This design comes from an exercise in tuning for a short achievable clock period and few clock cycles on the open sky130 flow, not from production work.
Where RTL was checked, it was by simulation tests only, not by an equivalence proof against the original.

==> inputs of cedar <==
==> flow/design.v (excerpt) <==
module psram_cache #(
  parameter int LINES = 64
) (
  input  logic              clk,
  input  logic              resetn,
  input  logic              cpu_valid,
  input  logic [ADDR_W-1:0] cpu_addr,
  input  logic [31:0]       cpu_wdata,
  input  logic [3:0]        cpu_wstrb,
  output logic [31:0]       cpu_rdata,
  output logic              cpu_ready,
  input  logic              flush,
  output logic              mem_valid,
  output logic [ADDR_W-1:0] mem_addr,
  output logic [31:0]       mem_wdata,
  output logic [3:0]        mem_wstrb,
  input  logic [31:0]       mem_rdata,
  input  logic              mem_ready,
  output logic [31:0]       stat_hits,
  output logic [31:0]       stat_misses
);
==> module cache_data_ram, before the edit <==
module cache_data_ram #(
  parameter int LINES = 64
) (
  input  logic             clk,
  input  logic [LINES-1:0] sel,        
  output logic [31:0]      rd_data,
  input  logic             fill,       
  input  logic [31:0]      fill_data,
  input  logic [3:0]       wr_be,      
  input  logic [31:0]      wr_data
);
  logic [31:0] mem [LINES];
  for (genvar li = 0; li < LINES; li++) begin : g_line
    for (genvar bi = 0; bi < 4; bi++) begin : g_byte
      always_ff @(posedge clk) begin
        if (sel[li] && (fill || wr_be[bi]))
          mem[li][8*bi +: 8] <= fill ? fill_data[8*bi +: 8] : wr_data[8*bi +: 8];
      end
    end
  end
  always_comb begin
    rd_data = '0;
    for (int i = 0; i < LINES; i++) rd_data |= mem[i] & {32{sel[i]}};
  end
endmodule
==> module psram_cache, before the edit <==
module psram_cache #(
  parameter int LINES = 64
) (
  input  logic              clk,
  input  logic              resetn,
  input  logic              cpu_valid,
  input  logic [ADDR_W-1:0] cpu_addr,
  input  logic [31:0]       cpu_wdata,
  input  logic [3:0]        cpu_wstrb,
  output logic [31:0]       cpu_rdata,
  output logic              cpu_ready,
  input  logic              flush,
  output logic              mem_valid,
  output logic [ADDR_W-1:0] mem_addr,
  output logic [31:0]       mem_wdata,
  output logic [3:0]        mem_wstrb,
  input  logic [31:0]       mem_rdata,
  input  logic              mem_ready,
  output logic [31:0]       stat_hits,
  output logic [31:0]       stat_misses
);
  localparam int IDX_W = $clog2(LINES);
  localparam int TAG_W = ADDR_W - IDX_W;
  logic [LINES-1:0] line_v;
  logic [TAG_W-1:0] line_tag [LINES];
  logic              rd_wait;     
  logic              rd_q;        
  logic              miss_q;      
  logic              fill_q;      
  logic              wr_q;        
  logic              ov;          
  logic              bv;          
  logic [ADDR_W-1:0] b_addr;
  logic [31:0]       b_wdata;
  logic [3:0]        b_wstrb;
  logic [ADDR_W-1:0] o_addr;      
  logic [31:0]       o_wdata;     
  logic [3:0]        o_wstrb;
  logic [31:0]       hits_p1;
  logic [31:0]       hits_bak;
  logic [31:0]       misses_p1;
  wire [IDX_W-1:0] in_idx = cpu_addr[IDX_W-1:0];
  wire [TAG_W-1:0] in_tag = cpu_addr[ADDR_W-1:IDX_W];
  wire             in_wr  = |cpu_wstrb;
  logic [LINES-1:0] sel;
  logic [LINES-1:0] match;
  logic [31:0]      line_rd;
  always_comb begin
    for (int i = 0; i < LINES; i++) begin
      sel[i]   = (in_idx == IDX_W'(i));
      match[i] = sel[i] && line_v[i] && (line_tag[i] == in_tag);
    end
  end
  wire lookup_hit = |match;
  cache_data_ram #(
    .LINES (LINES)
  ) u_data_ram (
    .clk       (clk),
    .sel       (sel),
    .rd_data   (line_rd),
    .fill      (fill_q),
    .fill_data (cpu_rdata),
    .wr_be     (wr_q ? cpu_wstrb : 4'b0000),
    .wr_data   (cpu_wdata)
  );
  wire hs       = mem_valid && mem_ready;         
  wire rd_done  = hs && rd_wait && (o_wstrb == 4'b0000);
  wire out_free = !ov || hs;
  wire room     = !(ov && bv);
  wire can_take = cpu_valid && !cpu_ready && !rd_wait;
  wire take_rd  = can_take && !in_wr;
  wire take_hit = take_rd && lookup_hit;
  wire take_wr  = can_take && in_wr && room;
  wire enq      = room && (take_wr || (take_rd && !lookup_hit) || (rd_wait && !rd_q));
  wire ov_next  = out_free ? (bv || enq) : 1'b1;
  always_ff @(posedge clk or posedge resetn) begin
    if (resetn) begin
      line_v      <= '0;
      rd_wait     <= 1'b0;
      rd_q        <= 1'b0;
      miss_q      <= 1'b0;
      fill_q      <= 1'b0;
      wr_q        <= 1'b0;
      ov          <= 1'b0;
      bv          <= 1'b0;
      cpu_ready   <= 1'b0;
      mem_valid   <= 1'b0;
      stat_hits   <= '0;
      stat_misses <= '0;
    end else begin
      for (int i = 0; i < LINES; i++)
        line_v[i] <= (fill_q && sel[i]) || (line_v[i] && !flush);
      rd_wait   <= rd_wait ? !rd_done : (take_rd && !lookup_hit);
      rd_q      <= rd_wait ? (!rd_done && (rd_q || room)) : (take_rd && !lookup_hit && room);
      miss_q    <= take_rd && !lookup_hit;
      fill_q    <= rd_done;
      wr_q      <= take_wr && lookup_hit;
      cpu_ready <= take_hit || take_wr || rd_done;
      ov        <= ov_next;
      bv        <= out_free ? (bv && enq) : (bv || enq);
      mem_valid <= hs ? 1'b0 : (mem_valid || (ov_next && !mem_ready));
      if (take_rd)     stat_hits <= hits_p1;
      else if (miss_q) stat_hits <= hits_bak;
      if (miss_q)      stat_misses <= misses_p1;
    end
  end
  always_ff @(posedge clk) begin
    hits_p1   <= stat_hits + 32'd1;
    hits_bak  <= stat_hits;
    misses_p1 <= stat_misses + 32'd1;
    cpu_rdata <= rd_wait ? mem_rdata : line_rd;
    for (int i = 0; i < LINES; i++)
      if (fill_q && sel[i]) line_tag[i] <= in_tag;
    if (!bv || out_free) begin
      b_addr  <= cpu_addr;
      b_wdata <= cpu_wdata;
      b_wstrb <= cpu_wstrb;
    end
    if (out_free) begin
      o_addr  <= bv ? b_addr  : cpu_addr;
      o_wdata <= bv ? b_wdata : cpu_wdata;
      o_wstrb <= bv ? b_wstrb : cpu_wstrb;
    end
    mem_addr  <= out_free ? (bv ? b_addr  : cpu_addr)  : o_addr;
    mem_wdata <= out_free ? (bv ? b_wdata : cpu_wdata) : o_wdata;
    mem_wstrb <= out_free ? (bv ? b_wstrb : cpu_wstrb) : o_wstrb;
  end
endmodule
Settings: LEC_CHECK=0, ABC_CLOCK_PERIOD_IN_PS=2200, CAP_MARGIN=20, CORE_MARGIN=2, CORE_UTILIZATION=60, SETUP_SLACK_MARGIN=3.8, SLEW_MARGIN=20; clock period 6.0 ns.
run.sh (not shown) runs the stock make flow with config.mk's settings and CLKGATE_MAP_FILE= SYNTH_SCRIPT=/design/flow/synth_recipe.tcl, a recipe that flattens the netlist after the stock synthesis.
==> violet (differences from cedar) <==
--- a/flow/design.v
+++ b/flow/design.v
@@ -6,15 +6,17 @@
 ) (
-  input  logic             clk,
-  input  logic [LINES-1:0] sel,        
-  output logic [31:0]      rd_data,
-  input  logic             fill,       
-  input  logic [31:0]      fill_data,
-  input  logic [3:0]       wr_be,      
-  input  logic [31:0]      wr_data
+  input  logic        clk,
+  input  logic [7:0]  lo,         
+  input  logic [7:0]  hi,         
+  output logic [31:0] rd_data,
+  input  logic        fill,       
+  input  logic [31:0] fill_data,
+  input  logic [3:0]  wr_be,      
+  input  logic [31:0] wr_data
 );
-  logic [31:0] mem [LINES];
-  for (genvar li = 0; li < LINES; li++) begin : g_line
+  logic [31:0] mem [64];
+  logic [31:0] grp [8];
+  for (genvar li = 0; li < 64; li++) begin : g_line
     for (genvar bi = 0; bi < 4; bi++) begin : g_byte
       always_ff @(posedge clk) begin
-        if (sel[li] && (fill || wr_be[bi]))
+        if (lo[li % 8] && hi[li / 8] && (fill || wr_be[bi]))
           mem[li][8*bi +: 8] <= fill ? fill_data[8*bi +: 8] : wr_data[8*bi +: 8];
@@ -24,4 +26,8 @@
   always_comb begin
+    for (int h = 0; h < 8; h++) begin
+      grp[h] = '0;
+      for (int l = 0; l < 8; l++) grp[h] |= mem[8*h + l] & {32{lo[l]}};
+    end
     rd_data = '0;
-    for (int i = 0; i < LINES; i++) rd_data |= mem[i] & {32{sel[i]}};
+    for (int h = 0; h < 8; h++) rd_data |= grp[h] & {32{hi[h]}};
   end
@@ -50,6 +56,6 @@
 );
-  localparam int IDX_W = $clog2(LINES);
+  localparam int IDX_W = 6;
   localparam int TAG_W = ADDR_W - IDX_W;
-  logic [LINES-1:0] line_v;
-  logic [TAG_W-1:0] line_tag [LINES];
+  logic [63:0]      line_v;
+  logic [TAG_W-1:0] line_tag [64];
   logic              rd_wait;     
@@ -66,3 +72,3 @@
   logic [31:0]       o_wdata;     
-  logic [3:0]        o_wstrb;
+  logic [3:0]        o_wstrb;     
   logic [31:0]       hits_p1;
@@ -70,20 +76,22 @@
   logic [31:0]       misses_p1;
-  wire [IDX_W-1:0] in_idx = cpu_addr[IDX_W-1:0];
   wire [TAG_W-1:0] in_tag = cpu_addr[ADDR_W-1:IDX_W];
   wire             in_wr  = |cpu_wstrb;
-  logic [LINES-1:0] sel;
-  logic [LINES-1:0] match;
-  logic [31:0]      line_rd;
+  logic [7:0]  lo, hi;
+  logic [63:0] match;
+  logic [31:0] line_rd;
   always_comb begin
-    for (int i = 0; i < LINES; i++) begin
-      sel[i]   = (in_idx == IDX_W'(i));
-      match[i] = sel[i] && line_v[i] && (line_tag[i] == in_tag);
+    for (int i = 0; i < 8; i++) begin
+      lo[i] = (cpu_addr[2:0] == 3'(i));
+      hi[i] = (cpu_addr[5:3] == 3'(i));
     end
+    for (int i = 0; i < 64; i++)
+      match[i] = lo[i % 8] && hi[i / 8] && line_v[i] && (line_tag[i] == in_tag);
   end
-  wire lookup_hit = |match;
+  wire hit = |match;
   cache_data_ram #(
-    .LINES (LINES)
+    .LINES (64)
   ) u_data_ram (
     .clk       (clk),
-    .sel       (sel),
+    .lo        (lo),
+    .hi        (hi),
     .rd_data   (line_rd),
@@ -100,5 +108,6 @@
   wire take_rd  = can_take && !in_wr;
-  wire take_hit = take_rd && lookup_hit;
   wire take_wr  = can_take && in_wr && room;
-  wire enq      = room && (take_wr || (take_rd && !lookup_hit) || (rd_wait && !rd_q));
+  wire enq_nh   = room && (take_wr || (rd_wait && !rd_q));    
+  wire enq_m    = room && take_rd;                             
+  wire enq      = enq_nh || (enq_m && !hit);
   wire ov_next  = out_free ? (bv || enq) : 1'b1;
@@ -119,13 +128,13 @@
     end else begin
-      for (int i = 0; i < LINES; i++)
-        line_v[i] <= (fill_q && sel[i]) || (line_v[i] && !flush);
-      rd_wait   <= rd_wait ? !rd_done : (take_rd && !lookup_hit);
-      rd_q      <= rd_wait ? (!rd_done && (rd_q || room)) : (take_rd && !lookup_hit && room);
-      miss_q    <= take_rd && !lookup_hit;
+      for (int i = 0; i < 64; i++)
+        line_v[i] <= (fill_q && lo[i % 8] && hi[i / 8]) || (line_v[i] && !flush);
+      rd_wait   <= (rd_wait && !rd_done) || (take_rd && !hit);
+      rd_q      <= (rd_wait && !rd_done && (rd_q || room)) || (enq_m && !hit);
+      miss_q    <= take_rd && !hit;
       fill_q    <= rd_done;
-      wr_q      <= take_wr && lookup_hit;
-      cpu_ready <= take_hit || take_wr || rd_done;
+      wr_q      <= take_wr && hit;
+      cpu_ready <= take_wr || rd_done || (take_rd && hit);
       ov        <= ov_next;
       bv        <= out_free ? (bv && enq) : (bv || enq);
-      mem_valid <= hs ? 1'b0 : (mem_valid || (ov_next && !mem_ready));
+      mem_valid <= !hs && (mem_valid || (ov_next && !mem_ready));
       if (take_rd)     stat_hits <= hits_p1;
@@ -140,4 +149,4 @@
     cpu_rdata <= rd_wait ? mem_rdata : line_rd;
-    for (int i = 0; i < LINES; i++)
-      if (fill_q && sel[i]) line_tag[i] <= in_tag;
+    for (int i = 0; i < 64; i++)
+      if (fill_q && lo[i % 8] && hi[i / 8]) line_tag[i] <= in_tag;
     if (!bv || out_free) begin
@@ -147,7 +156,5 @@
     end
-    if (out_free) begin
-      o_addr  <= bv ? b_addr  : cpu_addr;
-      o_wdata <= bv ? b_wdata : cpu_wdata;
-      o_wstrb <= bv ? b_wstrb : cpu_wstrb;
-    end
+    o_addr    <= out_free ? (bv ? b_addr  : cpu_addr)  : mem_addr;
+    o_wdata   <= out_free ? (bv ? b_wdata : cpu_wdata) : mem_wdata;
+    o_wstrb   <= out_free ? (bv ? b_wstrb : cpu_wstrb) : mem_wstrb;
     mem_addr  <= out_free ? (bv ? b_addr  : cpu_addr)  : o_addr;
- CORE_UTILIZATION: 60 -> 45
==> willow (differences from cedar) <==
==> flow/design.v (replaced) <==
package psram_cache_pkg;
  localparam int ADDR_W = 23;
endpackage
module cache_data_ram #(
  parameter int LINES = 64
) (
  input  logic        clk,
  input  logic [7:0]  lo,         
  input  logic [7:0]  hi,         
  output logic [31:0] rd_data,
  input  logic        fill,       
  input  logic [31:0] fill_data,
  input  logic [3:0]  wr_be,      
  input  logic [31:0] wr_data
);
  logic [31:0] mem [64];
  logic [31:0] grp [8];
  for (genvar li = 0; li < 64; li++) begin : g_line
    for (genvar bi = 0; bi < 4; bi++) begin : g_byte
      always_ff @(posedge clk) begin
        if (lo[li % 8] && hi[li / 8] && (fill || wr_be[bi]))
          mem[li][8*bi +: 8] <= fill ? fill_data[8*bi +: 8] : wr_data[8*bi +: 8];
      end
    end
  end
  always_comb begin
    for (int h = 0; h < 8; h++) begin
      grp[h] = '0;
      for (int l = 0; l < 8; l++) grp[h] |= mem[8*h + l] & {32{lo[l]}};
    end
    rd_data = '0;
    for (int h = 0; h < 8; h++) rd_data |= grp[h] & {32{hi[h]}};
  end
endmodule
import psram_cache_pkg::*;
module psram_cache #(
  parameter int LINES = 64
) (
  input  logic              clk,
  input  logic              resetn,
  input  logic              cpu_valid,
  input  logic [ADDR_W-1:0] cpu_addr,
  input  logic [31:0]       cpu_wdata,
  input  logic [3:0]        cpu_wstrb,
  output logic [31:0]       cpu_rdata,
  output logic              cpu_ready,
  input  logic              flush,
  output logic              mem_valid,
  output logic [ADDR_W-1:0] mem_addr,
  output logic [31:0]       mem_wdata,
  output logic [3:0]        mem_wstrb,
  input  logic [31:0]       mem_rdata,
  input  logic              mem_ready,
  output logic [31:0]       stat_hits,
  output logic [31:0]       stat_misses
);
  localparam int IDX_W = 6;
  localparam int TAG_W = ADDR_W - IDX_W;
  logic [63:0]      line_v;
  logic [TAG_W-1:0] line_tag [64];
  logic              rd_wait;     
  logic              rd_q;        
  logic              miss_q;      
  logic              wr_q;        
  logic              ov;          
  logic              o_isrd;      
  logic              mv_q;        
  logic              rdy_q;       
  logic [31:0]       rdata_q;     
  logic              bv;          
  logic [ADDR_W-1:0] b_addr;
  logic [31:0]       b_wdata;
  logic [3:0]        b_wstrb;
  logic [ADDR_W-1:0] o_addr;      
  logic [31:0]       o_wdata;     
  logic [3:0]        o_wstrb;     
  logic [31:0]       hits_p1;
  logic [31:0]       hits_bak;
  logic [31:0]       misses_p1;
  wire [TAG_W-1:0] in_tag = cpu_addr[ADDR_W-1:IDX_W];
  wire             in_wr  = |cpu_wstrb;
  logic [7:0]  lo, hi;
  logic [63:0] match;
  logic [31:0] line_rd;
  always_comb begin
    for (int i = 0; i < 8; i++) begin
      lo[i] = (cpu_addr[2:0] == 3'(i));
      hi[i] = (cpu_addr[5:3] == 3'(i));
    end
    for (int i = 0; i < 64; i++)
      match[i] = lo[i % 8] && hi[i / 8] && line_v[i] && (line_tag[i] == in_tag);
  end
  wire hit = |match;
  cache_data_ram #(
    .LINES (64)
  ) u_data_ram (
    .clk       (clk),
    .lo        (lo),
    .hi        (hi),
    .rd_data   (line_rd),
    .fill      (rd_done),
    .fill_data (mem_rdata),
    .wr_be     (wr_q ? cpu_wstrb : 4'b0000),
    .wr_data   (cpu_wdata)
  );
  wire hs       = mv_q && mem_ready;              
  wire rd_done  = hs && o_isrd;
  wire out_free = !ov || hs;
  wire room     = !(ov && bv);
  wire can_take = cpu_valid && !rdy_q && !rd_wait;
  wire take_rd  = can_take && !in_wr;
  wire take_wr  = can_take && in_wr && room;
  wire enq_nh   = room && (take_wr || (rd_wait && !rd_q));    
  wire enq_m    = room && take_rd;                             
  wire enq      = enq_nh || (enq_m && !hit);
  wire ov_next  = out_free ? (bv || enq) : 1'b1;
  assign mem_valid = mv_q || (ov && !mem_ready);
  assign cpu_ready = rdy_q || rd_done;
  assign cpu_rdata = rd_wait ? mem_rdata : rdata_q;
  always_ff @(posedge clk or posedge resetn) begin
    if (resetn) begin
      line_v      <= '0;
      rd_wait     <= 1'b0;
      rd_q        <= 1'b0;
      miss_q      <= 1'b0;
      wr_q        <= 1'b0;
      ov          <= 1'b0;
      o_isrd      <= 1'b0;
      bv          <= 1'b0;
      rdy_q       <= 1'b0;
      mv_q        <= 1'b0;
      stat_hits   <= '0;
      stat_misses <= '0;
    end else begin
      for (int i = 0; i < 64; i++)
        line_v[i] <= (rd_done && lo[i % 8] && hi[i / 8]) || (line_v[i] && !flush);
      rd_wait   <= (rd_wait && !rd_done) || (take_rd && !hit);
      rd_q      <= (rd_wait && !rd_done && (rd_q || room)) || (enq_m && !hit);
      miss_q    <= take_rd && !hit;
      wr_q      <= take_wr && hit;
      rdy_q     <= take_wr || (take_rd && hit);
      ov        <= ov_next;
      if (out_free) o_isrd <= bv ? (b_wstrb == 4'b0000) : (cpu_wstrb == 4'b0000);
      bv        <= out_free ? (bv && enq) : (bv || enq);
      mv_q      <= mem_valid && !mem_ready;
      if (take_rd)     stat_hits <= hits_p1;
      else if (miss_q) stat_hits <= hits_bak;
      if (miss_q)      stat_misses <= misses_p1;
    end
  end
  always_ff @(posedge clk) begin
    hits_p1   <= stat_hits + 32'd1;
    hits_bak  <= stat_hits;
    misses_p1 <= stat_misses + 32'd1;
    rdata_q   <= line_rd;
    for (int i = 0; i < 64; i++)
      if (rd_done && lo[i % 8] && hi[i / 8]) line_tag[i] <= in_tag;
    if (!bv || out_free) begin
      b_addr  <= cpu_addr;
      b_wdata <= cpu_wdata;
      b_wstrb <= cpu_wstrb;
    end
    o_addr    <= out_free ? (bv ? b_addr  : cpu_addr)  : mem_addr;
    o_wdata   <= out_free ? (bv ? b_wdata : cpu_wdata) : mem_wdata;
    o_wstrb   <= out_free ? (bv ? b_wstrb : cpu_wstrb) : mem_wstrb;
    mem_addr  <= out_free ? (bv ? b_addr  : cpu_addr)  : o_addr;
    mem_wdata <= out_free ? (bv ? b_wdata : cpu_wdata) : o_wdata;
    mem_wstrb <= out_free ? (bv ? b_wstrb : cpu_wstrb) : o_wstrb;
  end
endmodule
- CORE_UTILIZATION: 60 -> 45
==> notes.md <==
	cedar	willow	violet
Setup slack at placement	393 ps	749 ps	20.6 ps
Worst hold slack	456 ps	421 ps	439 ps
DR iter-0 viols	19,400	14,900	13,800
Multi-input combinational cell count	3,840	4,974	4,286
Status	finished clean	finished clean	finished clean
TritonCTS buffer count	358	362	366
Site row count	173	206	203
# diodes	55	30	14
Detailed-router iteration count before antenna repair	15	6	10
Total area of multi-input combinational cells	35,600 sq um	43,000 sq um	36,500 sq um
Inverter count of the layout excluding clock inverters	30	82	24
Chip width	477 um	565 um	557 um
Cell type of the slowest stage on the worst timing path	nand4_1	dfrtp_4	nor4_4
Testbench counts of cedar, summed over its fixed seeds: cycles 177,422.
No functional check of the RTL was part of violet and willow.

==> separate check: timing with driven ports <==
Ports are ideal in the flow. The routed layouts listed here were re-timed in OpenROAD.
Step 1 assumes that a clkbuf_16 drives the clock port and a buf_2 every other input.
Step 2 adds t to the input delays and takes it off the output delays; t is the mean of the earliest and latest rising clock arrival at the registers after step 1. Input paths then give back, and output paths get back, about the clock's delay inside the block.
a / b / c = ideal / step 1 / step 2; a / b = the first two.
| run | t, ns | slack for setup (ns) | slew at the worst register clock pin (ns) | worst slew at a driven data input, ns |
|---|---|---|---|---|
| cedar | 1.102 | 2.949 / 2.838 / 1.736 | 0.09 / 0.09 | 0.49 |
| violet | 1.070 | 2.947 / 2.691 / 1.622 | 0.07 / 0.07 | 0.43 |
| willow | 1.018 | 2.427 / 2.317 / 1.594 | 0.07 / 0.07 | 0.58 |
After both steps setup and hold are still met in every run listed. The setup slack of violet, which loses most, moves by -0.256 ns with the drivers and by -1.325 ns with both steps.
